From an optimization exercise on the open Yosys and OpenROAD flow, aimed at small area; shortcuts taken in it are not production practice.
The RTL was checked by simulation tests, not by an equivalence proof against the original design.
Power is estimated from default activity; no workload was simulated.

==> design/flow/flow/run.sh <==
#!/bin/bash
# Standard synthesis, then the standard ORFS layout with a few extra knobs:
# plain buffers on the ports, free resizing, and a clock tree of small
# buffers with larger sink clusters and no dummy loads.
set -euo pipefail
bash standard.sh synth > synth.log 2>&1
bash standard.sh finish \
  "BUFFER_PORTS_ARGS=-buffer_cell sky130_fd_sc_hd__buf_1" \
  "MATCH_CELL_FOOTPRINT=0" \
  "CTS_ARGS=-sink_clustering_enable -repair_clock_nets -dont_use_dummy_load -sink_clustering_size 12 -sink_clustering_max_diameter 80 -buf_list {sky130_fd_sc_hd__clkbuf_8}" \
  > layout.log 2>&1
==> design/flow/standard.sh <==
#!/bin/bash
# synth_recipe.tcl (not shown) runs the flow's synth.tcl, then flattens the netlist and writes it again
# the make line also repeats each setting of config.mk as NAME=value (left out here)
make -C /OpenROAD-flow-scripts/flow DESIGN_CONFIG=/design/flow/config.mk WORK_HOME=/design/flow/orfs CLKGATE_MAP_FILE= SYNTH_SCRIPT=/design/flow/synth_recipe.tcl "${@:-finish}"
==> design/flow/config.mk <==
export PLATFORM = sky130hd
export DESIGN_NAME = regfile_sb
export DESIGN_NICKNAME = regfile_sb
export VERILOG_FILES = /design/flow/design.v
export SDC_FILE = /design/flow/constraint.sdc
export NUM_CORES = 4
export LEC_CHECK = 0
export CAP_MARGIN = 20
export CORE_MARGIN = 2
export CORE_UTILIZATION = 50
export SLEW_MARGIN = 20
export SYNTH_HIERARCHICAL = 1
==> design/flow/constraint.sdc <==
create_clock -name core_clock -period 5.5 [get_ports {clk}]
set_input_delay 1.1000 -clock core_clock [delete_from_list [all_inputs] [get_ports {clk}]]
set_output_delay 1.1000 -clock core_clock [all_outputs]
set_load 0.01 [all_outputs]
==> design/flow/design.v <==
module regfile_sb #(
    parameter int DATA_W = 32,
    parameter int ADDR_W = 5,
    parameter int BYPASS = 1,
    parameter int V0_IDX = 2,
    parameter int A0_IDX = 4
) (
    input  logic              clk,
    input  logic              rst,
    input  logic [ADDR_W-1:0] rd_addr_a,
    output logic [DATA_W-1:0] rd_data_a,
    input  logic [ADDR_W-1:0] rd_addr_b,
    output logic [DATA_W-1:0] rd_data_b,
    input  logic              wr_en,
    input  logic [ADDR_W-1:0] wr_addr,
    input  logic [DATA_W-1:0] wr_data,
    input  logic              iss_en,
    input  logic [ADDR_W-1:0] iss_addr,
    output logic              busy_a,
    output logic              busy_b,
    output logic [DATA_W-1:0] sys_v0,
    input  logic              print_req,
    output logic [DATA_W-1:0] sys_a0,
    output logic              sys_a0_vld
);
    localparam int DEPTH = 1 << ADDR_W;
    logic [DATA_W-1:0] r_regs [1:DEPTH-1];
    logic [DEPTH-1:1]  r_pend;
    logic [DATA_W-1:0] r_sys_a0;
    logic              r_sys_a0_vld;
    logic [DEPTH-1:1]  w_we;       
    logic [DEPTH-1:1]  w_iss;      
    logic [DEPTH-1:1]  w_sel_a;    
    logic [DEPTH-1:1]  w_sel_b;
    logic              w_hit_a;
    logic              w_hit_b;
    logic [DATA_W-1:0] w_wdata;    
    always_comb begin
        for (int i = 1; i < DEPTH; i++) begin
            w_we[i]    = wr_en && (wr_addr == i[ADDR_W-1:0]);
            w_iss[i]   = iss_en && (iss_addr == i[ADDR_W-1:0]);
            w_sel_a[i] = (rd_addr_a == i[ADDR_W-1:0]) && !w_we[i];
            w_sel_b[i] = (rd_addr_b == i[ADDR_W-1:0]) && !w_we[i];
        end
    end
    assign w_hit_a = wr_en && (wr_addr == rd_addr_a) && (rd_addr_a != '0);
    assign w_hit_b = wr_en && (wr_addr == rd_addr_b) && (rd_addr_b != '0);
    assign w_wdata = rst ? '0 : wr_data;
    logic [DATA_W-1:0] w_col_a [DEPTH];    
    always_comb begin
        w_col_a[0] = wr_data;
        for (int i = 1; i < DEPTH; i++) w_col_a[i] = r_regs[i];
    end
    genvar gk;
    generate
        for (gk = 0; gk < DATA_W; gk++) begin : g_col
            logic [DEPTH-1:0] d;
            for (genvar gi = 0; gi < DEPTH; gi++) begin : g_d
                assign d[gi] = w_col_a[gi][gk];
            end
            rf_col32 u_a (.s({w_sel_a, w_hit_a}), .d(d), .y(rd_data_a[gk]));
            rf_col32 u_b (.s({w_sel_b, w_hit_b}), .d(d), .y(rd_data_b[gk]));
        end
    endgenerate
    rf_col32 u_busy_a (.s({w_sel_a, w_hit_a}), .d({r_pend, 1'b0}), .y(busy_a));
    rf_col32 u_busy_b (.s({w_sel_b, w_hit_b}), .d({r_pend, 1'b0}), .y(busy_b));
    assign sys_v0 = r_regs[V0_IDX];
    always_ff @(posedge clk) begin
        for (int i = 1; i < DEPTH; i++) begin
            if (w_we[i] || rst) begin
                r_regs[i] <= w_wdata;
            end
        end
    end
    always_ff @(posedge clk) begin
        for (int i = 1; i < DEPTH; i++) begin
            if (rst) begin
                r_pend[i] <= 1'b0;
            end else if (w_iss[i]) begin
                r_pend[i] <= 1'b1;
            end else if (w_we[i]) begin
                r_pend[i] <= 1'b0;
            end
        end
    end
    always_ff @(posedge clk) begin
        r_sys_a0_vld <= print_req && !rst;
        if (print_req || rst) begin
            r_sys_a0 <= (w_we[A0_IDX] || rst) ? w_wdata : r_regs[A0_IDX];
        end
    end
    assign sys_a0     = r_sys_a0;
    assign sys_a0_vld = r_sys_a0_vld;
endmodule
module rf_col32 (
    input  logic [31:0] s,
    input  logic [31:0] d,
    output logic        y
);
    logic [10:0] n;
    for (genvar g = 0; g < 10; g++) begin : g_aoi
        rf_aoi3 u (.s(s[3*g+2:3*g]), .d(d[3*g+2:3*g]), .y(n[g]));
    end
    rf_aoi2 u_last (.s(s[31:30]), .d(d[31:30]), .y(n[10]));
    rf_or11n u_or (.n(n), .y(y));
endmodule
module rf_aoi3 (
    input  logic [2:0] s,
    input  logic [2:0] d,
    output logic       y
);
    assign y = ~|(s & d);
endmodule
module rf_aoi2 (
    input  logic [1:0] s,
    input  logic [1:0] d,
    output logic       y
);
    assign y = ~|(s & d);
endmodule
module rf_or11n (
    input  logic [10:0] n,
    output logic        y
);
    assign y = ~&n;
endmodule
==> reports/qor.yml, run 1 <==
synth:
  syn-instance-count: 2537
  synth_seq_cells: 1056
  synth-warning-count: 9
  async_flop_share: 0
  yosysTopAreaCell: "edfxtp_1"
  synth_edf_count: 992
  mappedNetlistArea_sq_mm: 0.0429
  synth_top_area_share: 0.695
  ys_types: 41
  avgSynthCellArea_sq_um: 16.9
  netlist_top_cells_area: "edfxtp_1 70%, a222oi_1 15%, dfxtp_1 3.0%"
  seq_area_frac_synth: 0.725
  netlist_top_cells_count: "992 x edfxtp_1, 660 x a222oi_1, 133 x nand4_1"
  yosysMostFrequentCell: "edfxtp_1"
  synthFlopType: "edfxtp_1"
sta:
  fmax_ghz: 0.186
  hold_slack_ns: 0.504
  setup_viol_count_final: 0
  final.setup.worst_slack_ns: 0.122
  finalCritPeriodShare: 0.978
  rsz0062_at_grt: "false"
  finalHoldViolations: 0
  tns_ns: 0
  fin_skew_ns: 0.0242
  slew_headroom: 0.140
  tightestPinTransition_ns: 1.28
  drv_slew: 0
  fin_crit_ns: 5.38
pwr:
  power.leakage_uw: 0.0152
  finalPower_uw: 15600
  power.density_mw_per_mm2: 320
  vdd_drop_max_mv: 0.199
setup_path:
  worstPathArrival_ns: 4.28
  end_kind: "output port"
  required_ns: 4.40
  crit_chain: "buf_1 -> buf_4 -> nand4bb_2 -> nor2_1 -> nor3_2 -> clkbuf_8 -> a222oi_1 -> nand4_1 -> or3_1 -> buf_1"
  crit_fanout: 9
  crit_type: "in -> out"
  slowest_stage: "a222oi_1"
  slowest_delay_ns: 0.58
  critPathLaunchType: "primary input"
  worst_path_most_repeated_cell: "buf_1"
placement:
  port_buffers: 187
  dp_slack_ns: 0.153
  place.gp.congestion: 0.959
  dpl.hpwl_um: 110000
finish:
  final_util: 0.572
  nets: 3004
  fillCellCount: 6627
  syn_to_final_growth_pct: 13.4
  drive_gt1_frac: 0.169
die:
  dieArea_sq_mm: 0.0881
  die_h_um: 297
  num_io_pins: 188
  die-width_um: 297
  core_area_sq_mm: 0.0850
  rows: 107
  start_util: 0.504
global_route:
  grt_usage: 0.399
  grt_max_degree: 61
  grt-ovfl-total: 0
  grt_pass1_vias: 32600
  antenna_found_initial: 9
  grt_pass1_wl_um: 248000
clock_network:
  numCtsBuffers: 99
  cts.htree.levels: 3
  cts_tree: "built"
  cts_max_path_buffers: 3
  clk_pin_slew_ns: 0.08
  cts_sinks: 1056
  cts_root_buffer: "clkbuf_8"
  clk_latency_ns: 0.77
detailed_routing:
  vias: 33600
  dr.first_iter.drc_count: 8793
  wl_per_cell_um: 44.3
  drcViolationCount: 0
  drt_wl_total_um: 182000
  vias_per_cell: 8.21
  drtAntennaViolNets: 0
  dr.pass1.iters: 13
status:
  status: "timing/DRC/antenna clean"
hold_path:
  worstHoldPathType: "reg -> reg"
flow_run:
  max_cap_viol_count: 0
## stage by stage
| step | area [sq um] | std cells |
|---|---|---|
| CTS | 48400 | 4082 |
| detailed placement | 47000 | 3983 |
| finish | 48600 | 4097 |
| floorplan | 43000 | 2538 |
| global placement | 47000 | 3982 |
| global route | 48600 | 4093 |
## final timing paths
path | start | endpoint | slack (ns) | cells past startpoint
min reg2reg | r_pend[2] | r_pend[2] | 0.50 | 2
max | wr_en | rd_data_b[15] | 0.12 | 10
max reg2reg | r_regs[4][30] | r_sys_a0[30] | 3.90 | 2
min | r_pend[2] | r_pend[2] | 0.50 | 2
## report_power, final
| part | internal (uW) | switching [uW] | leakage [uW] |
|---|---|---|---|
| Clock | 1590 | 2570 | 0.000712 |
| Combinational | 393 | 1140 | 0.00437 |
| Sequential | 9500 | 350 | 0.0102 |
| Total | 11500 | 4060 | 0.0152 |
## state kept, by name (all words and copies together) (netlist names)
name          count
r_pend           31
r_regs          992
r_sys_a0         32
r_sys_a0_vld      1
## Yosys stat by module (local to each module, per instance), excerpt
module / flip-flops and latches / cell area [sq um] / times used
regfile_sb: 1056 / 33900 / 1
rf_aoi2: 0 / 12.5 / 66
rf_aoi3: 0 / 10.0 / 660
rf_or11n: 0 / 23.8 / 66
## routing by layer
| layer | vias up | track usage | share of wire | routed length [um] |
|---|---|---|---|---|
| met5 | - | 0.00866 | 0.00054 | 98 |
| met4 | 6 | 0.244 | 0.075 | 13600 |
| met3 | 697 | 0.139 | 0.17 | 30100 |
| met2 | 3405 | 0.585 | 0.43 | 77700 |
| met1 | 16700 | 0.510 | 0.33 | 60100 |
| li1 | 12800 | - | - | - |
## kinds of logic (layout without fill, tap and decap cells)
family	Yosys count	after routing	synth area share
simple gates	527	527	0.0706
other cells	1	10	0.0000875
compound gates	833	833	0.189
buf+inv	112	519	0.0138
xor+xnor	8	8	0.00163
flops	1056	1056	0.725
## cell usage in the layout, fill, tap and decap left out, types with 8 or more instances in the layout
cell | synthesis | routed
xnor2_1 | 8 | 8
buf_12 | 0 | 38
nor2b_1 | 37 | 9
nand2_1 | 15 | 15
nor2b_4 | 0 | 17
nand3_1 | 103 | 103
or3_1 | 69 | 69
nand4_1 | 133 | 133
edfxtp_1 | 992 | 992
diode_2 | 0 | 8
a22oi_2 | 66 | 66
nor2b_2 | 0 | 11
nor4_4 | 0 | 12
o21ai_0 | 26 | 26
buf_4 | 38 | 161
dfxtp_1 | 64 | 64
nor2_1 | 39 | 38
clkinv_1 | 0 | 8
a222oi_1 | 660 | 660
inv_1 | 31 | 23
clkbuf_8 | 0 | 101
nand2b_1 | 16 | 16
buf_1 | 0 | 185
o32ai_1 | 23 | 23
nor3_2 | 0 | 43
a21oi_1 | 40 | 40
or2_2 | 27 | 25
## worst max-delay path: cells and delay by family
family                 cells  cell delay [ns]
buffers and inverters      4             0.82
AOI/OAI and AO/OA          1             0.58
and+or+nand+nor            5             1.75
## what timing repair did
action / CTS / global route
hold buffers: 0 / 0
buffers inserted: 0 / 3
setup endpoints to repair: 0 / 3
resized for setup: 0 / 1
## final cells by class
type	count	area, sq um	area share
clock buffer	99	1360	0.0280
multi-input combinational	1370	11900	0.244
timing repair buffer	389	2720	0.0559
inverter	31	116	0.00239
sequential	1056	31100	0.639
antenna	8	20.0	0.000412
tap	1144	1430	0.0295
==> inputs of run 2 (changes only) <==
--- a/design/flow/config.mk
+++ b/design/flow/config.mk
@@ -9,4 +9,5 @@
 export CORE_MARGIN = 2
 export CORE_UTILIZATION = 50
+export SETUP_SLACK_MARGIN = 0.2
 export SLEW_MARGIN = 20
 export SYNTH_HIERARCHICAL = 1
==> run 2 against run 1 <==
Effect of this change: still clean; sequential share of layout area is essentially flat; worst hold slack gained 0.00086 ns; final area is essentially flat; power is essentially flat; utilization is essentially flat; synthesized area is the same; via count grew 0.13%; wire length is essentially flat; final cell count is essentially flat; flip-flop and latch count is the same; highest routed layer unchanged.
==> reports/qor.yml, run 2 <==
status:
  status: "timing/DRC/antenna clean"  # unchanged
sta:
  final.setup.worst_slack_ns: 0.148  # was 0.122 ns
  fmax_ghz: 0.187  # was 0.186 GHz
  hold_slack_ns: 0.505  # was 0.504 ns
  finalHoldViolations: 0  # unchanged
  rsz0062_at_grt: "true"  # was false
  fin_skew_ns: 0.0173  # was 0.0242 ns
  drv_slew: 0  # unchanged
  finalCritPeriodShare: 0.973  # was 0.978
  slew_headroom: 0.109  # was 0.140
  tightestPinTransition_ns: 1.33  # was 1.28 ns
  setup_viol_count_final: 0  # unchanged
  tns_ns: 0  # unchanged
  fin_crit_ns: 5.35  # was 5.38 ns
placement:
  dp_slack_ns: 0.153  # unchanged
  port_buffers: 187  # unchanged
  dpl-instance-area_sq_mm: 0.0470  # unchanged
  dpl.hpwl_um: 110000  # unchanged
  place.gp.congestion: 0.959  # unchanged
setup_path:
  reg2reg_slack_ns: 3.95  # was 3.90 ns
  crit_type: "in -> out"  # unchanged
  worstPathArrival_ns: 4.25  # was 4.28 ns
  required_ns: 4.40  # about the same
  critPathLaunchType: "primary input"  # unchanged
  crit_fanout: 14  # was 9
  end_kind: "output port"  # unchanged
clock_network:
  clk_pin_slew_ns: 0.09  # was 0.08 ns
  cts.htree.levels: 3  # unchanged
  cts_sinks: 1056  # unchanged
  cts_max_path_buffers: 3  # unchanged
  cts_root_buffer: "clkbuf_8"  # unchanged
  numCtsBuffers: 99  # unchanged
  clk_latency_ns: 0.77  # about the same
  cts_tree: "built"  # unchanged
finish:
  most-common-layout-cells: "992 x edfxtp_1, 660 x a222oi_1, 185 x buf_1"  # unchanged
  multi_input_area_sq_mm: 0.0119  # about the same
  syn_to_final_growth_pct: 13.4  # about the same
  regMostFlops: "r_regs"  # unchanged
  drive_gt1_frac: 0.170  # was 0.169
  fillCellCount: 6626  # was 6627
  final_util: 0.572  # about the same
  ff_latch_area_sq_mm: 0.0311  # unchanged
  reg_top3: "r_regs (992), r_sys_a0 (32), r_pend (31)"  # unchanged
  final_area_sq_mm: 0.0486  # about the same
  nets: 3006  # was 3004
  final_common_cell: "edfxtp_1"  # unchanged
  largest_reg_flops: 992  # unchanged
synth:
  seq_area_frac_synth: 0.725  # unchanged
  avgSynthCellArea_sq_um: 16.9  # unchanged
  synth_seq_cells: 1056  # unchanged
  synthFlopType: "edfxtp_1"  # unchanged
  netlist_top_cells_count: "992 x edfxtp_1, 660 x a222oi_1, 133 x nand4_1"  # unchanged
  synth_edf_count: 992  # unchanged
  yosysMostFrequentCell: "edfxtp_1"  # unchanged
  mappedNetlistArea_sq_mm: 0.0429  # unchanged
  synth_top_area_share: 0.695  # unchanged
  netlist_top_cells_area: "edfxtp_1 70%, a222oi_1 15%, dfxtp_1 3.0%"  # unchanged
  synth-warning-count: 9  # unchanged
  yosysTopAreaCell: "edfxtp_1"  # unchanged
  syn-instance-count: 2537  # unchanged
  ys_types: 41  # unchanged
  async_flop_share: 0  # unchanged
pwr:
  combPwrFrac: 0.099  # about the same
  clkPwrFrac: 0.268  # about the same
  power.leakage_uw: 0.0153  # was 0.0152 uW
  power.density_mw_per_mm2: 320  # about the same
  vdd_drop_max_mv: 0.201  # was 0.199 mV
  seqPwrFrac: 0.634  # was 0.633
  p_int_uw: 11500  # about the same
  p_sw_frac: 0.261  # about the same
  power.switching_uw: 4060  # about the same
global_route:
  grt_usage: 0.399  # about the same
  antenna_found_initial: 9  # unchanged
  grt_max_degree: 61  # unchanged
  grt_pass1_wl_um: 248000  # about the same
  grt_pass1_vias: 32600  # about the same
  grt-ovfl-total: 0  # unchanged
die:
  dieArea_sq_mm: 0.0881  # unchanged
  rows: 107  # unchanged
  start_util: 0.504  # unchanged
  core_area_sq_mm: 0.0850  # unchanged
  die-width_um: 297  # unchanged
  die_h_um: 297  # unchanged
  num_io_pins: 188  # unchanged
flow_run:
  max_cap_viol_count: 0  # unchanged
detailed_routing:
  drtAntennaViolNets: 0  # unchanged
  drcViolationCount: 0  # unchanged
  vias: 33700  # was 33600
  drt_wl_total_um: 182000  # about the same
  dr.pass1.iters: 12  # was 13
  vias_per_cell: 8.22  # was 8.21
  wl_per_cell_um: 44.4  # was 44.3 um
  dr.first_iter.drc_count: 8482  # was 8793
hold_path:
  worstHoldPathType: "reg -> reg"  # unchanged
==> run 2: area by class of cell <==
cell class,count,share of cell area
Antenna cell,7,0.000360
Multi-Input combinational cell,1370,0.244
Inverter,31,0.00239
Tap cell,1144,0.0294
Sequential cell,1056,0.639
Timing Repair Buffer,391,0.0563
Clock buffer,99,0.0280
==> run 2: logic make-up after synthesis <==
kind of cell,after synthesis,share of synthesized area
DFF,1056,0.725
xor gates and xnor gates,8,0.00163
other,1,0.0000875
AOI/OAI and AO/OA,833,0.189
buffers and inverters,112,0.0138
and+or+nand+nor,527,0.0706
==> run 2: power by group through the flow <==
stage / Clock [uW] / Combinational [uW] / Sequential, uW
after floorplan: 0 / 684 / 9910
after global placement: 0 / 1450 / 9970
after detailed placement: 0 / 1460 / 10000
after CTS: 4170 / 1470 / 9830
after global routing: 4420 / 1550 / 9910
final: 4160 / 1540 / 9850
==> run 2: worst paths after layout <==
path,startpoint,to,cells past startpoint
worst max-delay path,wr_addr[2],rd_data_a[26],10
worst min-delay path,r_pend[5],r_pend[5],2
worst max register to register,r_regs[4][30],r_sys_a0[30],2
worst min register to register,r_pend[5],r_pend[5],2
==> run 2: worst max-delay path: stages <==
cell and delay [ns]:
buf_1 0.31, or4b_4 0.26, nor2_1 0.06, buf_4 0.17, nor4_4 1.06, buf_4 0.46, a222oi_1 0.18, nand4_1 0.26
or3_1 0.20, buf_1 0.17
==> run 2: per-module statistics from Yosys (local to each module, per instance), a selection <==
| module | flip-flops and latches | cell area [sq um] | copies in the design |
|---|---|---|---|
| rf_or11n | 0 | 23.8 | 66 |
| rf_aoi2 | 0 | 12.5 | 66 |
| rf_aoi3 | 0 | 10.0 | 660 |
| regfile_sb | 1056 | 33900 | 1 |
==> run 2: routing by layer <==
| metal | GRT usage | wire [um] | part of all wire |
|---|---|---|---|
| met1 | 0.511 | 60700 | 0.33 |
| met5 | 0.00866 | 192 | 0.0011 |
| met2 | 0.584 | 78000 | 0.43 |
| met4 | 0.246 | 13000 | 0.072 |
| met3 | 0.139 | 29900 | 0.16 |
==> run 2: through the flow <==
| stage | total power (uW) | instances |
|---|---|---|
| after floorplan | 10600 | 2538 |
| after global placement | 11400 | 3982 |
| after detailed placement | 11500 | 3983 |
| after CTS | 15500 | 4088 |
| after global routing | 15900 | 4095 |
| final | 15500 | 4098 |
==> run 2: what timing repair did <==
item | CTS | global route
pin swaps | 2 | 1
gates resized for setup | 0 | 3
hold buffers | 0 | 0
endpoints found under the setup margin | 9 | 37
setup buffers | 6 | 0
cloned | 0 | 0
endpoints found under the hold margin | 0 | 0
==> inputs of run 3 (changes only) <==
--- a/design/flow/flow/run.sh
+++ b/design/flow/flow/run.sh
@@ -8,4 +8,4 @@
   "BUFFER_PORTS_ARGS=-buffer_cell sky130_fd_sc_hd__buf_1" \
   "MATCH_CELL_FOOTPRINT=0" \
-  "CTS_ARGS=-sink_clustering_enable -repair_clock_nets -dont_use_dummy_load -sink_clustering_size 12 -sink_clustering_max_diameter 80 -buf_list {sky130_fd_sc_hd__clkbuf_8}" \
+  "CTS_ARGS=-sink_clustering_enable -repair_clock_nets -dont_use_dummy_load -sink_clustering_size 14 -sink_clustering_max_diameter 80 -buf_list {sky130_fd_sc_hd__clkbuf_8}" \
   > layout.log 2>&1
==> run 3 against run 2 <==
Effect of this change: non-clock buffer count unchanged; critical path depth did not move; die area unchanged; final area decreased by 0.39%; clock skew is 0.011 ns higher; fmax rose by 0.51%; clock power decreased by 6.5%; wire length fell by 0.46%; sequential share of layout area is 0.25 points higher; first-iteration DRC count grew 1.2%; final cell count is 0.34% lower; global-route usage down 0.13 points.
==> reports/qor.yml, run 3 <==
synth:
  synth_top_area_share: 0.695  # unchanged
  netlist_top_cells_area: "edfxtp_1 70%, a222oi_1 15%, dfxtp_1 3.0%"  # unchanged
  async_flop_share: 0  # unchanged
  yosysMostFrequentCell: "edfxtp_1"  # unchanged
  synth_edf_count: 992  # unchanged
  yosysTopAreaCell: "edfxtp_1"  # unchanged
  avgSynthCellArea_sq_um: 16.9  # unchanged
  synth_seq_cells: 1056  # unchanged
  mappedNetlistArea_sq_mm: 0.0429  # unchanged
  synth-warning-count: 9  # unchanged
  synthFlopType: "edfxtp_1"  # unchanged
  netlist_top_cells_count: "992 x edfxtp_1, 660 x a222oi_1, 133 x nand4_1"  # unchanged
  seq_area_frac_synth: 0.725  # unchanged
  ys_types: 41  # unchanged
  syn-instance-count: 2537  # unchanged
sta:
  fin_skew_ns: 0.0286  # was 0.0173 ns
  fin_crit_ns: 5.32  # was 5.35 ns
  finalHoldViolations: 0  # unchanged
  rsz0062_at_grt: "true"  # unchanged
  setup_viol_count_final: 0  # unchanged
  final.setup.worst_slack_ns: 0.176  # was 0.148 ns
  slew_headroom: 0.135  # was 0.109
  finalCritPeriodShare: 0.968  # was 0.973
  fmax_ghz: 0.188  # was 0.187 GHz
  drv_slew: 0  # unchanged
  tightestPinTransition_ns: 1.29  # was 1.33 ns
placement:
  place.gp.congestion: 0.959  # unchanged
  dp_slack_ns: 0.153  # unchanged
  dpl.hpwl_um: 110000  # unchanged
  dpl-instance-area_sq_mm: 0.0470  # unchanged
  port_buffers: 187  # unchanged
global_route:
  antenna_found_initial: 7  # was 9
  grt_usage: 0.398  # was 0.399
  grt_pass1_wl_um: 247000  # was 248000 um
  use_met1: 0.510  # was 0.511
  use_met2: 0.585  # was 0.584
  grt-ovfl-total: 0  # unchanged
  grt_max_degree: 61  # unchanged
  grt_pass1_vias: 32600  # about the same
  gr-usage-met3: 0.132  # was 0.139
  grt-busiest-layer: "met2"  # unchanged
setup_path:
  crit_type: "in -> out"  # unchanged
  required_ns: 4.40  # about the same
  slowest_stage: "nor4_4"  # unchanged
  crit_fanout: 14  # unchanged
  critPathTopFamily: "simple AND/OR/NAND/NOR gates"  # unchanged
  critPathLaunchType: "primary input"  # unchanged
  path_buf_inv: 4  # unchanged
  crit_chain: "buf_1 -> or4b_4 -> nor2_1 -> buf_4 -> nor4_4 -> buf_4 -> a222oi_1 -> nand4_1 -> or3_1 -> buf_1"  # unchanged
  end_kind: "output port"  # unchanged
  worstPathArrival_ns: 4.22  # was 4.25 ns
  slowest_delay_ns: 1.03  # was 1.06 ns
die:
  num_io_pins: 188  # unchanged
  die-width_um: 297  # unchanged
  die_h_um: 297  # unchanged
  rows: 107  # unchanged
  dieArea_sq_mm: 0.0881  # unchanged
  start_util: 0.504  # unchanged
  core_area_sq_mm: 0.0850  # unchanged
finish:
  final_common_cell: "edfxtp_1"  # unchanged
  reg_top3: "r_regs (992), r_sys_a0 (32), r_pend (31)"  # unchanged
  final_area_sq_mm: 0.0484  # was 0.0486 sq mm
  regMostFlops: "r_regs"  # unchanged
  drive_gt1_frac: 0.166  # was 0.170
  largest_reg_flops: 992  # unchanged
  most-common-layout-cells: "992 x edfxtp_1, 660 x a222oi_1, 185 x buf_1"  # unchanged
  syn_to_final_growth_pct: 13.0  # was 13.4%
  nets: 2993  # was 3006
pwr:
  power.density_mw_per_mm2: 315  # was 320 mW/mm^2
  power.leakage_uw: 0.0152  # was 0.0153 uW
  vdd_drop_max_mv: 0.230  # was 0.201 mV
  finalPower_uw: 15300  # was 15500 uW
  power.switching_uw: 3980  # was 4060 uW
  p_sw_frac: 0.261  # about the same
  combPwrFrac: 0.100  # was 0.099
  clkPwrFrac: 0.255  # was 0.268
  p_int_uw: 11300  # was 11500 uW
  seqPwrFrac: 0.645  # was 0.634
detailed_routing:
  drt_wl_total_um: 181000  # was 182000 um
  dr.pass1.iters: 11  # was 12
  drcViolationCount: 0  # unchanged
  drtAntennaViolNets: 0  # unchanged
  wl_per_cell_um: 44.3  # was 44.4 um
  vias_per_cell: 8.21  # was 8.22
  dr.first_iter.drc_count: 8588  # was 8482
  vias: 33500  # was 33700
clock_network:
  cts_tree: "built"  # unchanged
  cts_root_buffer: "clkbuf_8"  # unchanged
  numCtsBuffers: 86  # was 99
  cts_sinks: 1056  # unchanged
  cts.htree.levels: 3  # unchanged
  cts_max_path_buffers: 3  # unchanged
  clk_pin_slew_ns: 0.08  # was 0.09 ns
  clk_latency_ns: 0.74  # was 0.77 ns
flow_run:
  max_cap_viol_count: 0  # unchanged
status:
  status: "timing/DRC/antenna clean"  # unchanged
hold_path:
  worstHoldPathType: "reg -> reg"  # unchanged
[run 3: cell count changes in the layout (fill, tap and decap cells not counted)]
cell,previous run,this run
buf_12,39,38
buf_6,1,2
clkbuf_8,100,87
diode_2,7,6
or2_2,25,24
or2_4,6,7
[run 3: metrics by stage]
stage	hold slack [ns]	TNS, ns	utilization	cells
after global routing	0.518	0	0.570	4081
final	0.505	0	0.570	4084
after detailed placement	0.488	0	0.553	3983
after CTS	0.501	0	0.568	4075
after global placement	0.477	0	0.553	3982
after floorplan	0.463	-10.23	-	2538
[run 3: per-module statistics from Yosys (local to each module, per instance), excerpt]
module / flops+latches / times used
rf_aoi3: 0 / 660
rf_or11n: 0 / 66
regfile_sb: 1056 / 1
rf_aoi2: 0 / 66
[run 3: power groups by stage]
stage / clock [uW] / combinational (uW) / sequential, uW
finish: 3890 / 1530 / 9850
global route: 4140 / 1550 / 9910
CTS: 3900 / 1470 / 9830
detailed placement: 0 / 1460 / 10000
global placement: 0 / 1450 / 9970
floorplan: 0 / 684 / 9910
[run 3: final timing paths]
kind,from,to,slack (ns),depth (start not counted)
setup reg to reg,r_regs[4][30],r_sys_a0[30],3.84,2
hold / removal,r_pend[2],r_pend[2],0.51,2
hold reg to reg,r_pend[2],r_pend[2],0.51,2
setup / recovery,wr_addr[2],rd_data_a[26],0.18,10
[run 3: area by class of cell]
type | count | area [sq um]
antenna | 6 | 15.0
clock buffer | 86 | 1180
fill | 6664 | 36600
inverter | 31 | 116
multi-input combinational | 1370 | 11900
sequential | 1056 | 31100
tap | 1144 | 1430
timing repair buffer | 391 | 2730
[run 3: metal layers]
layer,share of wire,vias to the layer above
met2,0.43,3403
met5,0.00085,-
met1,0.33,16700
li1,-,12800
met4,0.072,4
met3,0.16,649
[run 3: kinds of logic after synthesis]
family | count (synthesis) | synth area share
other cells | 1 | 0.0000875
buf+inv | 112 | 0.0138
compound gates | 833 | 0.189
simple gates | 527 | 0.0706
xor+xnor | 8 | 0.00163
flops | 1056 | 0.725
[run 3: timing repair]
item	4_1_cts	5_1_grt
hold buffers	0	0
pin swaps	2	2
gates resized for setup	0	3
cloned	0	0
endpoints found under the setup margin	9	31
buffers inserted	6	0
[run 3: worst register-to-register path, cell delays in order, from the launching register on]
cell and delay, ns:
dfxtp_1 0.36, o21ai_1 0.07, a21oi_1 0.87
==> inputs of run 4 (changes only) <==
--- a/design/flow/config.mk
+++ b/design/flow/config.mk
@@ -9,5 +9,6 @@
 export CORE_MARGIN = 2
 export CORE_UTILIZATION = 50
-export SETUP_SLACK_MARGIN = 0.2
+export PLACE_DENSITY = 0.65
+export SETUP_SLACK_MARGIN = 0.3
 export SLEW_MARGIN = 20
 export SYNTH_HIERARCHICAL = 1
==> run 4 against run 3 <==
Effect of this change: wire length fell by 1.1%; non-clock buffer count down 2; synthesized cell count unchanged; global-route usage fell by 0.34 points; first-iteration DRC count is 6.7% higher; utilization shrank 0.15 points; setup slack gained 0.037 ns; synthesized area is the same; final cell count about the same; power fell by 0.34%; clock power about the same; critical path depth unchanged; highest routed layer unchanged.
==> reports/qor.yml, run 4 <==
detailed_routing:
  vias: 34100  # was 33500
  drcViolationCount: 0  # unchanged
  drtAntennaViolNets: 0  # unchanged
  vias_per_cell: 8.35  # was 8.21
  wl_per_cell_um: 43.8  # was 44.3 um
  dr.first_iter.drc_count: 9167  # was 8588
  dr.pass1.iters: 14  # was 11
  drt_wl_total_um: 179000  # was 181000 um
placement:
  port_buffers: 187  # unchanged
  dpl-instance-area_sq_mm: 0.0470  # about the same
  dpl.hpwl_um: 108000  # was 110000 um
  place.gp.congestion: 0.979  # was 0.959
finish:
  ff_latch_area_sq_mm: 0.0311  # unchanged
  fillCellCount: 6587  # was 6664
  most-common-layout-cells: "992 x edfxtp_1, 660 x a222oi_1, 180 x buf_1"  # was 992 x edfxtp_1, 660 x a222oi_1, 185 x buf_1
  syn_to_final_growth_pct: 12.7  # was 13.0%
  multi_input_area_sq_mm: 0.0119  # about the same
  drive_gt1_frac: 0.164  # was 0.166
  reg_top3: "r_regs (992), r_sys_a0 (32), r_pend (31)"  # unchanged
  largest_reg_flops: 992  # unchanged
  final_area_sq_mm: 0.0483  # was 0.0484 sq mm
  regMostFlops: "r_regs"  # unchanged
  nets: 2991  # was 2993
  final_common_cell: "edfxtp_1"  # unchanged
setup_path:
  slowest_stage: "nor3_4"  # was nor4_4
  crit_chain: "clkbuf_2 -> buf_4 -> nand2_1 -> nor2_2 -> nor3_4 -> buf_12 -> a222oi_1 -> nand4_1 -> or3_1 -> buf_1"  # was buf_1 -> or4b_4 -> nor2_1 -> buf_4 -> nor4_4 -> buf_4 -> a222oi_1 -> nand4_1 -> or3_1 -> buf_1
  worstPathArrival_ns: 4.19  # was 4.22 ns
  critPathLaunchType: "primary input"  # unchanged
  slowest_delay_ns: 1.02  # was 1.03 ns
  critPathTopFamily: "simple AND/OR/NAND/NOR gates"  # unchanged
  end_kind: "output port"  # unchanged
  path_buf_inv: 4  # unchanged
  crit_type: "in -> out"  # unchanged
  crit_fanout: 20  # was 14
  required_ns: 4.40  # about the same
sta:
  fin_crit_ns: 5.29  # was 5.32 ns
  hold_slack_ns: 0.504  # was 0.505 ns
  rsz0062_at_grt: "false"  # was true
  setup_viol_count_final: 0  # unchanged
  drv_slew: 0  # unchanged
  fin_skew_ns: 0.0725  # was 0.0286 ns
  finalCritPeriodShare: 0.961  # was 0.968
  slew_headroom: 0.123  # was 0.135
  tns_ns: 0  # unchanged
  tightestPinTransition_ns: 1.31  # was 1.29 ns
  fmax_ghz: 0.189  # was 0.188 GHz
  finalHoldViolations: 0  # unchanged
synth:
  synth_edf_count: 992  # unchanged
  synth_seq_cells: 1056  # unchanged
  netlist_top_cells_count: "992 x edfxtp_1, 660 x a222oi_1, 133 x nand4_1"  # unchanged
  netlist_top_cells_area: "edfxtp_1 70%, a222oi_1 15%, dfxtp_1 3.0%"  # unchanged
  ys_types: 41  # unchanged
  synthFlopType: "edfxtp_1"  # unchanged
  syn-instance-count: 2537  # unchanged
  yosysTopAreaCell: "edfxtp_1"  # unchanged
  yosysMostFrequentCell: "edfxtp_1"  # unchanged
  mappedNetlistArea_sq_mm: 0.0429  # unchanged
  seq_area_frac_synth: 0.725  # unchanged
  avgSynthCellArea_sq_um: 16.9  # unchanged
  synth_top_area_share: 0.695  # unchanged
  async_flop_share: 0  # unchanged
  synth-warning-count: 9  # unchanged
clock_network:
  cts_tree: "built"  # unchanged
  clk_pin_slew_ns: 0.07  # was 0.08 ns
  cts_sinks: 1056  # unchanged
  numCtsBuffers: 86  # unchanged
  cts.htree.levels: 3  # unchanged
  clk_latency_ns: 0.74  # about the same
  cts_max_path_buffers: 3  # unchanged
  cts_root_buffer: "clkbuf_8"  # unchanged
die:
  die_h_um: 297  # unchanged
  core_area_sq_mm: 0.0850  # unchanged
  die-width_um: 297  # unchanged
  start_util: 0.504  # unchanged
  num_io_pins: 188  # unchanged
  rows: 107  # unchanged
  dieArea_sq_mm: 0.0881  # unchanged
status:
  status: "timing/DRC/antenna clean"  # unchanged
hold_path:
  worstHoldPathType: "reg -> reg"  # unchanged
flow_run:
  max_cap_viol_count: 0  # unchanged
global_route:
  grt_usage: 0.395  # was 0.398
  grt_pass1_wl_um: 246000  # was 247000 um
  grt_max_degree: 45  # was 61
  grt-ovfl-total: 0  # unchanged
  antenna_found_initial: 10  # was 7
  grt_pass1_vias: 33500  # was 32600
pwr:
  power.density_mw_per_mm2: 315  # about the same
  finalPower_uw: 15200  # was 15300 uW
  power.leakage_uw: 0.0151  # was 0.0152 uW
  vdd_drop_max_mv: 0.261  # was 0.230 mV
[run 4: logic make-up (layout without fill, tap and decap cells)]
family / after synthesis / count (layout) / share of synthesized area
AO/OA/AOI/OAI: 833 / 833 / 0.189
flip-flops: 1056 / 1056 / 0.725
other: 1 / 9 / 0.0000875
XOR/XNOR: 8 / 8 / 0.00163
AND/OR/NAND/NOR: 527 / 527 / 0.0706
buffers and inverters: 112 / 506 / 0.0138
[run 4: per-stage QoR]
| stage | utilization | setup WS [ns] | instances |
|---|---|---|---|
| after CTS | 0.567 | 0.332 | 4073 |
| after detailed placement | 0.553 | 0.0217 | 3987 |
| after global routing | 0.568 | 0.324 | 4077 |
| after global placement | 0.552 | 0.0832 | 3987 |
| after floorplan | - | 0.301 | 2538 |
| final | 0.568 | 0.213 | 4083 |
[run 4: worst min-delay path, stage by stage, from the launching register on]
cell     delay [ns]
dfxtp_1        0.32
inv_1          0.05
o32ai_1        0.08
[run 4: path summary, 6_finish.rpt]
kind	startpoint	end	slack (ns)	depth (start not counted)
worst max-delay path	wr_addr[1]	rd_data_a[17]	0.21	10
worst min register to register	r_pend[24]	r_pend[24]	0.50	2
worst min-delay path	r_pend[24]	r_pend[24]	0.50	2
worst max register to register	r_regs[4][10]	r_sys_a0[10]	3.62	2
[run 4: power breakdown]
group,internal [uW],leakage (uW),switching (uW)
Clock,1400,0.000618,2480
Combinational,390,0.00432,1090
Sequential,9500,0.0102,351
[run 4: repair_timing]
action | 4_1_cts | 5_1_grt
setup buffers | 0 | 2
setup endpoints to repair | 65 | 35
pin swaps | 0 | 7
hold buffers | 0 | 0
resized for setup | 10 | 7
[run 4: per-layer routing]
layer	wire length [um]	vias to the layer above	track usage
met5	266	-	0.0189
met4	14500	6	0.262
met3	31100	890	0.140
met2	74700	3803	0.566
met1	58400	16600	0.504
li1	-	12800	-
[run 4: per-module statistics from Yosys, one instance, submodules excluded, a selection]
module	copies in the design	cells	cell area (sq um)
regfile_sb	1	1547	33900
rf_aoi2	66	1	12.5
rf_aoi3	660	1	10.0
rf_or11n	66	4	23.8
[run 4: cell type report]
type / count / share of cell area
sequential: 1056 / 0.643
multi-input combinational: 1370 / 0.245
timing repair buffer: 389 / 0.0543
tap: 1144 / 0.0296
clock buffer: 86 / 0.0245
inverter: 31 / 0.00246
antenna: 7 / 0.000363
==> inputs of run 5 (changes only) <==
--- a/design/flow/config.mk
+++ b/design/flow/config.mk
@@ -9,6 +9,6 @@
 export CORE_MARGIN = 2
 export CORE_UTILIZATION = 50
-export PLACE_DENSITY = 0.65
-export SETUP_SLACK_MARGIN = 0.3
+export PLACE_DENSITY = 0.7
+export SETUP_SLACK_MARGIN = 0.4
 export SLEW_MARGIN = 20
 export SYNTH_HIERARCHICAL = 1
==> run 5 against run 4 <==
Effect of this change: synthesized cell count unchanged; clock skew decreased by 0.019 ns; wire length decreased by 3.4%; sequential power about the same; synthesized area unchanged; power increased by 0.15%; worst hold slack got worse by 0.0012 ns; utilization increased by 0.31 points; highest routed layer unchanged; combinational power increased by 3%; largest power group unchanged; critical endpoint is now rd_data_b[23]; largest cell class unchanged.
==> reports/qor.yml, run 5 <==
placement:
  dpl.hpwl_um: 105000  # was 108000 um
  port_buffers: 187  # unchanged
  place.gp.congestion: 0.994  # was 0.979
  placed_cells: 3983  # was 3987
sta:
  tns_ns: 0  # unchanged
  finalHoldViolations: 0  # unchanged
  drv_slew: 0  # unchanged
  setup_viol_count_final: 0  # unchanged
  slew_headroom: 0.198  # was 0.123
  fin_skew_ns: 0.0540  # was 0.0725 ns
  finalCritPeriodShare: 0.938  # was 0.961
  fin_crit_ns: 5.16  # was 5.29 ns
  fmax_ghz: 0.194  # was 0.189 GHz
  rsz0062_at_grt: "true"  # was false
  hold_slack_ns: 0.502  # was 0.504 ns
  tightestPinTransition_ns: 1.20  # was 1.31 ns
status:
  status: "timing/DRC/antenna clean"  # unchanged
finish:
  final_cells: 4078  # was 4083
  final_common_cell: "edfxtp_1"  # unchanged
  regMostFlops: "r_regs"  # unchanged
  largest_reg_flops: 992  # unchanged
  reg_top3: "r_regs (992), r_sys_a0 (32), r_pend (31)"  # unchanged
  drive_gt1_frac: 0.165  # was 0.164
  nets: 2991  # unchanged
  syn_to_final_growth_pct: 13.3  # was 12.7%
  most-common-layout-cells: "992 x edfxtp_1, 660 x a222oi_1, 180 x buf_1"  # unchanged
global_route:
  grt_usage: 0.376  # was 0.395
  grt_pass1_vias: 32600  # was 33500
  grt_pass1_wl_um: 237000  # was 246000 um
  grt-ovfl-total: 0  # unchanged
  grt_max_degree: 57  # was 45
  antenna_found_initial: 7  # was 10
clock_network:
  clk_pin_slew_ns: 0.10  # was 0.07 ns
  cts_max_path_buffers: 3  # unchanged
  clk_latency_ns: 0.75  # was 0.74 ns
  cts_sinks: 1056  # unchanged
  cts.htree.levels: 3  # unchanged
  numCtsBuffers: 85  # was 86
  cts_root_buffer: "clkbuf_8"  # unchanged
  cts_tree: "built"  # unchanged
die:
  die-width_um: 297  # unchanged
  rows: 107  # unchanged
  start_util: 0.504  # unchanged
  core_area_sq_mm: 0.0850  # unchanged
  dieArea_sq_mm: 0.0881  # unchanged
  die_h_um: 297  # unchanged
  num_io_pins: 188  # unchanged
synth:
  yosysMostFrequentCell: "edfxtp_1"  # unchanged
  yosysTopAreaCell: "edfxtp_1"  # unchanged
  synth-warning-count: 9  # unchanged
  synth_edf_count: 992  # unchanged
  synthFlopType: "edfxtp_1"  # unchanged
  netlist_top_cells_count: "992 x edfxtp_1, 660 x a222oi_1, 133 x nand4_1"  # unchanged
  syn-instance-count: 2537  # unchanged
  synth_seq_cells: 1056  # unchanged
  seq_area_frac_synth: 0.725  # unchanged
  async_flop_share: 0  # unchanged
  mappedNetlistArea_sq_mm: 0.0429  # unchanged
  synth_top_area_share: 0.695  # unchanged
  ys_types: 41  # unchanged
  netlist_top_cells_area: "edfxtp_1 70%, a222oi_1 15%, dfxtp_1 3.0%"  # unchanged
  avgSynthCellArea_sq_um: 16.9  # unchanged
setup_path:
  critPathLaunchType: "primary input"  # unchanged
  required_ns: 4.40  # about the same
  end_kind: "output port"  # unchanged
  crit_type: "in -> out"  # unchanged
  crit_fanout: 26  # was 20
  worstPathArrival_ns: 4.06  # was 4.19 ns
pwr:
  vdd_drop_max_mv: 0.258  # was 0.261 mV
  clkPwrFrac: 0.253  # was 0.255
  p_int_uw: 11300  # about the same
  power.leakage_uw: 0.0152  # was 0.0151 uW
  p_sw_frac: 0.260  # was 0.258
  power.density_mw_per_mm2: 314  # was 315 mW/mm^2
  combPwrFrac: 0.100  # was 0.098
  seqPwrFrac: 0.647  # about the same
  power.switching_uw: 3960  # was 3930 uW
hold_path:
  worstHoldPathType: "reg -> reg"  # unchanged
detailed_routing:
  dr.first_iter.drc_count: 10200  # was 9167
  drtAntennaViolNets: 0  # unchanged
  vias: 33900  # was 34100
  drcViolationCount: 0  # unchanged
  drt_wl_total_um: 173000  # was 179000 um
  dr.pass1.iters: 15  # was 14
  wl_per_cell_um: 42.4  # was 43.8 um
  vias_per_cell: 8.32  # was 8.35
flow_run:
  max_cap_viol_count: 0  # unchanged
-- run 5: cell counts after synthesis --
No cell type changed its count.
-- run 5: worst paths after layout --
kind	from	endpoint	slack, ns	cells past startpoint
worst max-delay path	rd_addr_b[4]	rd_data_b[23]	0.34	9
worst min-delay path	r_pend[13]	r_pend[13]	0.50	2
worst max register to register	r_regs[4][12]	r_sys_a0[12]	4.01	2
worst min register to register	r_pend[13]	r_pend[13]	0.50	2
-- run 5: logic make-up after synthesis --
| logic type | Yosys count | share of synthesized area |
|---|---|---|
| AOI/OAI and AO/OA | 833 | 0.189 |
| other | 1 | 0.0000875 |
| xor gates and xnor gates | 8 | 0.00163 |
| and+or+nand+nor | 527 | 0.0706 |
| DFF | 1056 | 0.725 |
| buffers and inverters | 112 | 0.0138 |
-- run 5: per-module statistics from Yosys (local to each module, per instance), excerpt --
| module | flops+latches | cells inside | cell area (sq um) |
|---|---|---|---|
| regfile_sb | 1056 | 1547 | 33900 |
| rf_or11n | 0 | 4 | 23.8 |
| rf_aoi2 | 0 | 1 | 12.5 |
| rf_aoi3 | 0 | 1 | 10.0 |
-- run 5: cell type report --
class	count	area, sq um
fill	6490	36400
sequential	1056	31100
multi-input combinational	1370	12000
timing repair buffer	390	2800
tap	1144	1430
clock buffer	85	1170
inverter	31	116
antenna	2	5.00
-- run 5: per-layer routing --
layer / GRT usage / up-vias / part of all wire
li1: - / 12800 / -
met2: 0.551 / 3978 / 0.43
met3: 0.125 / 781 / 0.18
met4: 0.236 / 6 / 0.077
met5: 0 / - / 0.00023
met1: 0.484 / 16300 / 0.31
-- run 5: critical path, stage by stage --
cell,delay (ns)
buf_1,0.46
buf_4,0.23
or3_1,0.25
nor3_2,0.19
buf_12,0.22
a222oi_1,0.40
nand4_1,0.51
or3_1,0.53
buf_1,0.15
-- run 5: per-stage QoR --
stage               instance area, sq um  setup slack, ns  utilization  power (uW)
finish                             48600            0.341        0.571       15200
global route                       48600            0.384        0.571       15500
CTS                                48400            0.422        0.570       15100
detailed placement                 47200            0.209        0.555       11500
global placement                   47100          -0.0512        0.554       11400
floorplan                          43100            0.412            -       10600
-- run 5: power groups by stage --
stage	clock (uW)	sequential (uW)	combinational, uW
after global routing	4080	9910	1520
after CTS	3820	9840	1440
after detailed placement	0	10000	1440
final	3850	9860	1520
after floorplan	0	9910	687
after global placement	0	9960	1420
-- run 5: repair_timing --
item                       4_1_cts  5_1_grt
hold buffers                     0        0
hold endpoints to repair         0        0
buffers inserted                 2        5
gates resized for setup         17       15
pin swaps                        1        7
setup endpoints to repair       57       55
==> inputs of run 6 (changes only) <==
==> design/flow/flow/run.sh (replaced) <==
#!/bin/bash
# Standard synthesis, then the standard ORFS layout with a few extra knobs:
# plain buffers on the ports, free resizing, smaller clock buffers and no
# CTS dummy loads.
set -euo pipefail
bash standard.sh synth > synth.log 2>&1
bash standard.sh finish \
  "BUFFER_PORTS_ARGS=-buffer_cell sky130_fd_sc_hd__buf_1" \
  "MATCH_CELL_FOOTPRINT=0" \
  "CTS_ARGS=-sink_clustering_enable -repair_clock_nets -dont_use_dummy_load -sink_clustering_size 20 -buf_list {sky130_fd_sc_hd__clkbuf_4 sky130_fd_sc_hd__clkbuf_8}" \
  > layout.log 2>&1
==> design/flow/config.mk (replaced) <==
export PLATFORM = sky130hd
export DESIGN_NAME = regfile_sb
export DESIGN_NICKNAME = regfile_sb
export VERILOG_FILES = /design/flow/design.v
export SDC_FILE = /design/flow/constraint.sdc
export NUM_CORES = 4
export LEC_CHECK = 0
export CAP_MARGIN = 0
export CORE_MARGIN = 2
export CORE_UTILIZATION = 45
export SLEW_MARGIN = 0
export SYNTH_HIERARCHICAL = 1
==> run 6 against run 5 <==
Effect of this change: the layout now fails its checks (max-capacitance violations, max-slew violations, negative setup slack); clock power is 43% higher; die area grew 11%; combinational power about the same; highest routed layer unchanged; worst hold slack lost 0.0046 ns; sequential power is essentially flat; global-route usage down 0.30 points; clock skew down 0.0030 ns; final area up 2.1%; fmax shrank 7.3%; synthesized cell count stayed put.
==> reports/qor.yml, run 6 <==
status:
  status: "failed layout checks"  # was timing/DRC/antenna clean
  so_faults: "max-capacitance violations, max-slew violations, negative setup slack"
finish:
  reg_top3: "r_regs (992), r_sys_a0 (32), r_pend (31)"  # unchanged
  largest_reg_flops: 992  # unchanged
  regMostFlops: "r_regs"  # unchanged
  drive_gt1_frac: 0.186  # was 0.165
  final_common_cell: "edfxtp_1"  # unchanged
  nets: 3065  # was 2991
  final_area_sq_mm: 0.0496  # was 0.0486 sq mm
  most-common-layout-cells: "992 x edfxtp_1, 660 x a222oi_1, 186 x buf_1"  # was 992 x edfxtp_1, 660 x a222oi_1, 180 x buf_1
  syn_to_final_growth_pct: 15.7  # was 13.3%
setup_path:
  slowest_delay_ns: 1.11  # was 0.53 ns
  reg2reg_slack_ns: 3.88  # was 4.01 ns
  crit_type: "in -> out"  # unchanged
  r2r_cells: 2  # unchanged
  crit_fanout: 24  # was 26
  slowest_stage: "nor3_2"  # was or3_1
  critPathLaunchType: "primary input"  # unchanged
  worstPathArrival_ns: 4.47  # was 4.06 ns
  path_buf_inv: 4  # unchanged
  rr_endpoint: "r_sys_a0[14]"  # was r_sys_a0[12]
  end_kind: "output port"  # unchanged
  required_ns: 4.40  # about the same
  critPathTopFamily: "simple AND/OR/NAND/NOR gates"  # unchanged
  crit_chain: "buf_1 -> buf_4 -> nand3b_1 -> nor3_2 -> buf_4 -> a222oi_1 -> nand4_1 -> or3_1 -> buf_1"  # was buf_1 -> buf_4 -> or3_1 -> nor3_2 -> buf_12 -> a222oi_1 -> nand4_1 -> or3_1 -> buf_1
  r2r-start: "r_regs[4][14]"  # was r_regs[4][12]
sta:
  final.setup.worst_slack_ns: -0.0652  # was 0.341 ns
  finalCritPeriodShare: 1.01  # was 0.938
  hold_slack_ns: 0.498  # was 0.502 ns
  tightestPinTransition_ns: 1.57  # was 1.20 ns
  tns_ns: -0.0652  # was 0 ns
  setup_viol_count_final: 1  # was 0
  fin_crit_ns: 5.57  # was 5.16 ns
  fin_skew_ns: 0.0510  # was 0.0540 ns
  drv_slew: 11  # was 0
  finalHoldViolations: 0  # unchanged
  fmax_ghz: 0.180  # was 0.194 GHz
  slew_headroom: -0.0510  # was 0.198
  rsz0062_at_grt: "false"  # was true
die:
  dieArea_sq_mm: 0.0977  # was 0.0881 sq mm
  start_util: 0.452  # was 0.504
  num_io_pins: 188  # unchanged
  core_area_sq_mm: 0.0947  # was 0.0850 sq mm
  die-width_um: 313  # was 297 um
  die_h_um: 313  # was 297 um
  rows: 113  # was 107
clock_network:
  numCtsBuffers: 167  # was 85
  cts_max_path_buffers: 3  # unchanged
  clk_pin_slew_ns: 0.05  # was 0.10 ns
  cts_setup_buffers: 0  # was 2
  cts_root_buffer: "clkbuf_8"  # unchanged
  clk_latency_ns: 0.85  # was 0.75 ns
  cts_sinks: 1056  # unchanged
  cts-hold-fix-buffers: 0  # unchanged
  cts.repair.resized: 0  # was 17
  cts.htree.levels: 4  # was 3
  cts_tree: "built"  # unchanged
synth:
  ys_types: 41  # unchanged
  async_flop_share: 0  # unchanged
  yosysMostFrequentCell: "edfxtp_1"  # unchanged
  seq_area_frac_synth: 0.725  # unchanged
  avgSynthCellArea_sq_um: 16.9  # unchanged
  mappedNetlistArea_sq_mm: 0.0429  # unchanged
  synth-warning-count: 9  # unchanged
  syn-instance-count: 2537  # unchanged
  synth_edf_count: 992  # unchanged
  synth_seq_cells: 1056  # unchanged
  synthFlopType: "edfxtp_1"  # unchanged
  yosysTopAreaCell: "edfxtp_1"  # unchanged
  synth_top_area_share: 0.695  # unchanged
  netlist_top_cells_area: "edfxtp_1 70%, a222oi_1 15%, dfxtp_1 3.0%"  # unchanged
  netlist_top_cells_count: "992 x edfxtp_1, 660 x a222oi_1, 133 x nand4_1"  # unchanged
detailed_routing:
  drcViolationCount: 0  # unchanged
  vias: 34700  # was 33900
  wl_per_cell_um: 43.8  # was 42.4 um
  drtAntennaViolNets: 0  # unchanged
  dr.first_iter.drc_count: 10900  # was 10200
  drt_wl_total_um: 188000  # was 173000 um
  dr.pass1.iters: 14  # was 15
  vias_per_cell: 8.12  # was 8.32
hold_path:
  worstHoldPathType: "reg -> reg"  # unchanged
  holdPathEnd: "r_pend[10]"  # was r_pend[13]
  hold_depth: 2  # unchanged
  min_from: "r_pend[10]"  # was r_pend[13]
global_route:
  grt_usage: 0.373  # was 0.376
  grt_pass1_wl_um: 255000  # was 237000 um
  grt_max_degree: 63  # was 57
  antenna_found_initial: 12  # was 7
  grt_pass1_vias: 33600  # was 32600
  grt-ovfl-total: 0  # unchanged
placement:
  dpl-instance-area_sq_mm: 0.0473  # was 0.0472 sq mm
  port_buffers: 187  # unchanged
  place.gp.congestion: 1.01  # was 0.994
  dpl.hpwl_um: 112000  # was 105000 um
flow_run:
  max_cap_viol_count: 1  # was 0
pwr:
  power.density_mw_per_mm2: 342  # was 314 mW/mm^2
  vdd_drop_max_mv: 0.234  # was 0.258 mV
  power.leakage_uw: 0.0156  # was 0.0152 uW
-- run 6: cell counts after synthesis --
No cell type changed its count.
-- run 6: stage by stage --
stage / power [uW] / cells / utilization / setup slack [ns]
after floorplan: 10600 / 2538 / - / -0.155
after CTS: 16900 / 4271 / 0.523 / 0.233
after detailed placement: 11500 / 4104 / 0.499 / 0.242
final: 16900 / 4280 / 0.524 / -0.0652
after global placement: 11400 / 4104 / 0.499 / 0.239
after global routing: 17300 / 4274 / 0.523 / 0.00911
-- run 6: modules after synthesis, one instance, submodules excluded, excerpt --
module	flip-flops and latches	cells	area, sq um	times used
regfile_sb	1056	1547	33900	1
rf_aoi2	0	1	12.5	66
rf_aoi3	0	1	10.0	660
rf_or11n	0	4	23.8	66
-- run 6: power breakdown --
group / total, uW / switching (uW) / internal [uW]
registers: 9890 / 362 / 9530
logic: 1530 / 1130 / 399
clock network: 5520 / 2850 / 2660
-- run 6: cell families after synthesis --
kind of cell	share of synthesized area
buffers and inverters	0.0138
DFF	0.725
xor gates and xnor gates	0.00163
other	0.0000875
AOI/OAI and AO/OA	0.189
and+or+nand+nor	0.0706
-- run 6: metal layers --
metal / routed length, um / track usage / share of wire / vias up
met2: 78400 / 0.532 / 0.42 / 3791
li1: - / - / - / 13000
met1: 64700 / 0.493 / 0.34 / 17200
met5: 10 / 0.00435 / 0.000053 / -
met3: 32100 / 0.135 / 0.17 / 767
met4: 12400 / 0.218 / 0.066 / 2
-- run 6: final cells by class --
| type | instances | area, sq um |
|---|---|---|
| inverters | 31 | 116 |
| clock buffers | 167 | 2300 |
| repair buffers | 382 | 2720 |
| flip-flops and latches | 1056 | 31100 |
| diodes | 9 | 22.5 |
| multi-input cells | 1370 | 11800 |
| fillers | 7830 | 45100 |
| well taps | 1265 | 1580 |
-- run 6: how the worst max path moves through the flow --
| stage | start | endpoint | slack, ns | cells past startpoint |
|---|---|---|---|---|
| floorplan | wr_addr[0] | busy_a | -0.15 | 8 |
| global placement | rd_addr_a[3] | rd_data_a[28] | 0.24 | 9 |
| detailed placement | rd_addr_a[3] | rd_data_a[28] | 0.24 | 9 |
| CTS | rd_addr_a[3] | rd_data_a[28] | 0.23 | 9 |
| global route | wr_en | rd_data_b[31] | 0.009 | 10 |
| finish | rd_addr_a[3] | rd_data_a[28] | -0.07 | 9 |
-- run 6: worst register-to-register path, cell delays in order, from the launching register on --
cell,delay [ns]
dfxtp_1,0.39
o21ai_0,0.11
a21oi_1,0.77
==> inputs of run 7 (changes only) <==
--- a/design/flow/flow/run.sh
+++ b/design/flow/flow/run.sh
@@ -8,4 +8,4 @@
   "BUFFER_PORTS_ARGS=-buffer_cell sky130_fd_sc_hd__buf_1" \
   "MATCH_CELL_FOOTPRINT=0" \
-  "CTS_ARGS=-sink_clustering_enable -repair_clock_nets -dont_use_dummy_load -sink_clustering_size 20 -buf_list {sky130_fd_sc_hd__clkbuf_4 sky130_fd_sc_hd__clkbuf_8}" \
+  "CTS_ARGS=-sink_clustering_enable -repair_clock_nets -dont_use_dummy_load -sink_clustering_size 30 -sink_buffer_max_cap_derate 1.0 -buf_list {sky130_fd_sc_hd__clkbuf_8}" \
   > layout.log 2>&1
==> run 7 against run 6 <==
Effect of this change: the layout still fails its checks (max-capacitance violations, max-slew violations, negative setup slack); worst hold slack improved by 0.0025 ns; largest power group unchanged; critical path depth is the same; clock power is essentially flat; critical endpoint unchanged; sequential power about the same; synthesized area is the same; synthesized cell count did not move; global-route usage about the same; largest cell class unchanged.
==> reports/qor.yml, run 7 <==
detailed_routing:
  vias: 34600  # was 34700
  drtAntennaViolNets: 0  # unchanged
  vias_per_cell: 8.09  # was 8.12
  dr.pass1.iters: 14  # unchanged
  dr.first_iter.drc_count: 10400  # was 10900
  wl_per_cell_um: 44.0  # was 43.8 um
  drcViolationCount: 0  # unchanged
  drt_wl_total_um: 188000  # about the same
sta:
  fmax_ghz: 0.180  # about the same
  rsz0062_at_grt: "false"  # unchanged
  finalCritPeriodShare: 1.01  # about the same
  finalHoldViolations: 0  # unchanged
  fin_skew_ns: 0.0431  # was 0.0510 ns
  final.setup.worst_slack_ns: -0.0517  # was -0.0652 ns
  setup_viol_count_final: 1  # unchanged
  slew_headroom: -0.0503  # was -0.0510
  fin_crit_ns: 5.55  # was 5.57 ns
  tightestPinTransition_ns: 1.57  # about the same
  drv_slew: 21  # was 11
synth:
  yosysTopAreaCell: "edfxtp_1"  # unchanged
  seq_area_frac_synth: 0.725  # unchanged
  netlist_top_cells_area: "edfxtp_1 70%, a222oi_1 15%, dfxtp_1 3.0%"  # unchanged
  synth_edf_count: 992  # unchanged
  syn-instance-count: 2537  # unchanged
  yosysMostFrequentCell: "edfxtp_1"  # unchanged
  mappedNetlistArea_sq_mm: 0.0429  # unchanged
  ys_types: 41  # unchanged
  netlist_top_cells_count: "992 x edfxtp_1, 660 x a222oi_1, 133 x nand4_1"  # unchanged
  async_flop_share: 0  # unchanged
  synth-warning-count: 9  # unchanged
  synthFlopType: "edfxtp_1"  # unchanged
  synth_top_area_share: 0.695  # unchanged
  synth_seq_cells: 1056  # unchanged
  avgSynthCellArea_sq_um: 16.9  # unchanged
pwr:
  p_sw_frac: 0.257  # about the same
  power.leakage_uw: 0.0156  # about the same
  seqPwrFrac: 0.584  # about the same
  vdd_drop_max_mv: 0.232  # was 0.234 mV
  power.density_mw_per_mm2: 341  # was 342 mW/mm^2
  power.switching_uw: 4360  # was 4350 uW
  p_int_uw: 12600  # about the same
  combPwrFrac: 0.091  # about the same
  finalPower_uw: 16900  # about the same
  clkPwrFrac: 0.325  # was 0.326
finish:
  final_util: 0.523  # was 0.524
  reg_top3: "r_regs (992), r_sys_a0 (32), r_pend (31)"  # unchanged
  most-common-layout-cells: "992 x edfxtp_1, 660 x a222oi_1, 186 x buf_1"  # unchanged
  fillCellCount: 7838  # was 7830
  drive_gt1_frac: 0.186  # about the same
  syn_to_final_growth_pct: 15.7  # about the same
  nets: 3064  # was 3065
  final_cells: 4275  # was 4280
  final_common_cell: "edfxtp_1"  # unchanged
  final_area_sq_mm: 0.0496  # about the same
  regMostFlops: "r_regs"  # unchanged
  largest_reg_flops: 992  # unchanged
placement:
  port_buffers: 187  # unchanged
  dpl.hpwl_um: 112000  # unchanged
  placed_cells: 4104  # unchanged
  dp_slack_ns: 0.242  # unchanged
  place.gp.congestion: 1.01  # unchanged
  dpl-instance-area_sq_mm: 0.0473  # unchanged
clock_network:
  numCtsBuffers: 166  # was 167
  clk_latency_ns: 0.87  # was 0.85 ns
  clk_pin_slew_ns: 0.05  # about the same
  cts_root_buffer: "clkbuf_8"  # unchanged
  cts_max_path_buffers: 3  # unchanged
  cts.htree.levels: 4  # unchanged
  cts.repair.resized: 0  # unchanged
  cts-hold-fix-buffers: 0  # unchanged
  cts_sinks: 1056  # unchanged
  cts_setup_buffers: 0  # unchanged
  cts_tree: "built"  # unchanged
die:
  core_area_sq_mm: 0.0947  # unchanged
  num_io_pins: 188  # unchanged
  rows: 113  # unchanged
  die-width_um: 313  # unchanged
  die_h_um: 313  # unchanged
  dieArea_sq_mm: 0.0977  # unchanged
  start_util: 0.452  # unchanged
setup_path:
  slowest_stage: "nor3_2"  # unchanged
  r2r_cells: 2  # unchanged
  worstPathArrival_ns: 4.45  # was 4.47 ns
  end_kind: "output port"  # unchanged
  reg2reg_slack_ns: 3.87  # was 3.88 ns
  critPathTopFamily: "simple AND/OR/NAND/NOR gates"  # unchanged
  crit_fanout: 24  # unchanged
  rr_endpoint: "r_sys_a0[14]"  # unchanged
  crit_type: "in -> out"  # unchanged
  crit_chain: "buf_1 -> buf_4 -> nand3b_1 -> nor3_2 -> buf_4 -> a222oi_1 -> nand4_1 -> or3_1 -> buf_1"  # unchanged
  required_ns: 4.40  # about the same
  r2r-start: "r_regs[4][14]"  # unchanged
  slowest_delay_ns: 1.10  # was 1.11 ns
  path_buf_inv: 4  # unchanged
  critPathLaunchType: "primary input"  # unchanged
flow_run:
  max_cap_viol_count: 2  # was 1
hold_path:
  worstHoldPathType: "reg -> reg"  # unchanged
  hold_depth: 2  # unchanged
  holdPathEnd: "r_pend[2]"  # was r_pend[10]
  min_from: "r_pend[2]"  # was r_pend[10]
status:
  status: "failed layout checks"  # unchanged
  so_faults: "max-capacitance violations, max-slew violations, negative setup slack"  # unchanged
global_route:
  grt_max_degree: 63  # unchanged
  grt-ovfl-total: 0  # unchanged
  grt_usage: 0.374  # was 0.373
  grt_pass1_wl_um: 255000  # about the same
  antenna_found_initial: 13  # was 12
  grt_pass1_vias: 33700  # was 33600
==> run 7: changes by cell type in the layout (fill, tap and decap cells not counted), sizes merged <==
cell | previous run | this run
clkbuf | 168 | 167
diode | 9 | 5
==> run 7: kinds of logic (layout without fill, tap and decap cells) <==
kind of cell	Yosys count	in the layout	synth area share
and+or+nand+nor	527	527	0.0706
DFF	1056	1056	0.725
AOI/OAI and AO/OA	833	833	0.189
xor gates and xnor gates	8	8	0.00163
other	1	7	0.0000875
buffers and inverters	112	579	0.0138
==> run 7: how the worst max path moves through the flow <==
stage,slack (ns),cells past startpoint,endpoint,startpoint
2_1_floorplan,-0.15,8,busy_a,wr_addr[0]
3_3_place_gp,0.24,9,rd_data_a[28],rd_addr_a[3]
3_5_place_dp,0.24,9,rd_data_a[28],rd_addr_a[3]
4_1_cts,0.23,9,rd_data_a[28],rd_addr_a[3]
5_1_grt,0.01,10,rd_data_b[31],wr_en
6_report,-0.05,9,rd_data_a[28],rd_addr_a[3]
==> run 7: power by group through the flow <==
stage / Clock, uW / Sequential [uW] / Combinational [uW]
finish: 5510 / 9890 / 1540
global route: 5810 / 9940 / 1540
CTS: 5490 / 9870 / 1470
detailed placement: 0 / 10000 / 1460
global placement: 0 / 9970 / 1450
floorplan: 0 / 9910 / 684
==> run 7: layout make-up <==
| type | count | area [sq um] | area share |
|---|---|---|---|
| diodes | 5 | 12.5 | 0.000252 |
| clock buffers | 166 | 2280 | 0.0461 |
| inverters | 31 | 116 | 0.00235 |
| multi-input cells | 1370 | 11800 | 0.238 |
| flip-flops and latches | 1056 | 31100 | 0.627 |
| well taps | 1265 | 1580 | 0.0319 |
| repair buffers | 382 | 2720 | 0.0549 |
==> run 7: metal layers <==
metal	global-route usage	vias to the layer above	share of wire
li1	-	13000	-
met1	0.486	17100	0.34
met2	0.534	3708	0.42
met3	0.149	808	0.17
met4	0.212	6	0.065
met5	0	-	0.00021
==> run 7: modules after synthesis, one instance, submodules excluded, a selection <==
module	cells inside	flip-flops and latches	area [sq um]
rf_aoi2	1	0	12.5
regfile_sb	1547	1056	33900
rf_or11n	4	0	23.8
rf_aoi3	1	0	10.0
==> run 7: metrics by stage <==
stage | hold WS [ns] | TNS, ns
after floorplan | 0.463 | -10.23
after global placement | 0.484 | 0
after detailed placement | 0.488 | 0
after CTS | 0.496 | 0
after global routing | 0.512 | 0
final | 0.500 | -0.0517
==> run 7: worst reg2reg max path: stages, from the launching register on <==
cell     delay [ns]
dfxtp_1        0.39
o21ai_0        0.12
a21oi_1        0.78

==> what the ideal ports hide <==
Ports are ideal in the flow. The routed layouts listed here were re-timed in OpenROAD. Step 1: set_driving_cell puts a clkbuf_16 on clk and a buf_2 on each other input, an assumption about the parent block. Step 2, shift: input delay + t, output delay - t, t = (earliest + latest rising clock arrival at the registers) / 2. This alone moves slack from input paths to output paths. Three values: no drivers, after step 1, after step 2; two values: the first two.
run	t, ns	slack for setup (ns)	slew at the worst register clock pin (ns)	worst slew at a driven data input, ns
run 1	0.796	0.122 / 0.098 / 0.098	0.09 / 0.09	0.09
run 2	0.785	0.148 / 0.114 / 0.114	0.09 / 0.09	0.09
run 3	0.763	0.176 / 0.140 / 0.140	0.11 / 0.11	0.09
run 4	0.782	0.213 / 0.173 / 0.173	0.10 / 0.10	0.22
run 5	0.779	0.341 / 0.306 / 0.306	0.11 / 0.11	0.09
run 6	0.904	-0.065 / -0.090 / -0.090	0.07 / 0.07	0.15
run 7	0.901	-0.052 / -0.076 / -0.076	0.07 / 0.07	0.16
For run 4, which loses most, drivers alone change the setup slack by -0.040 ns; drivers and shift together by -0.040 ns.
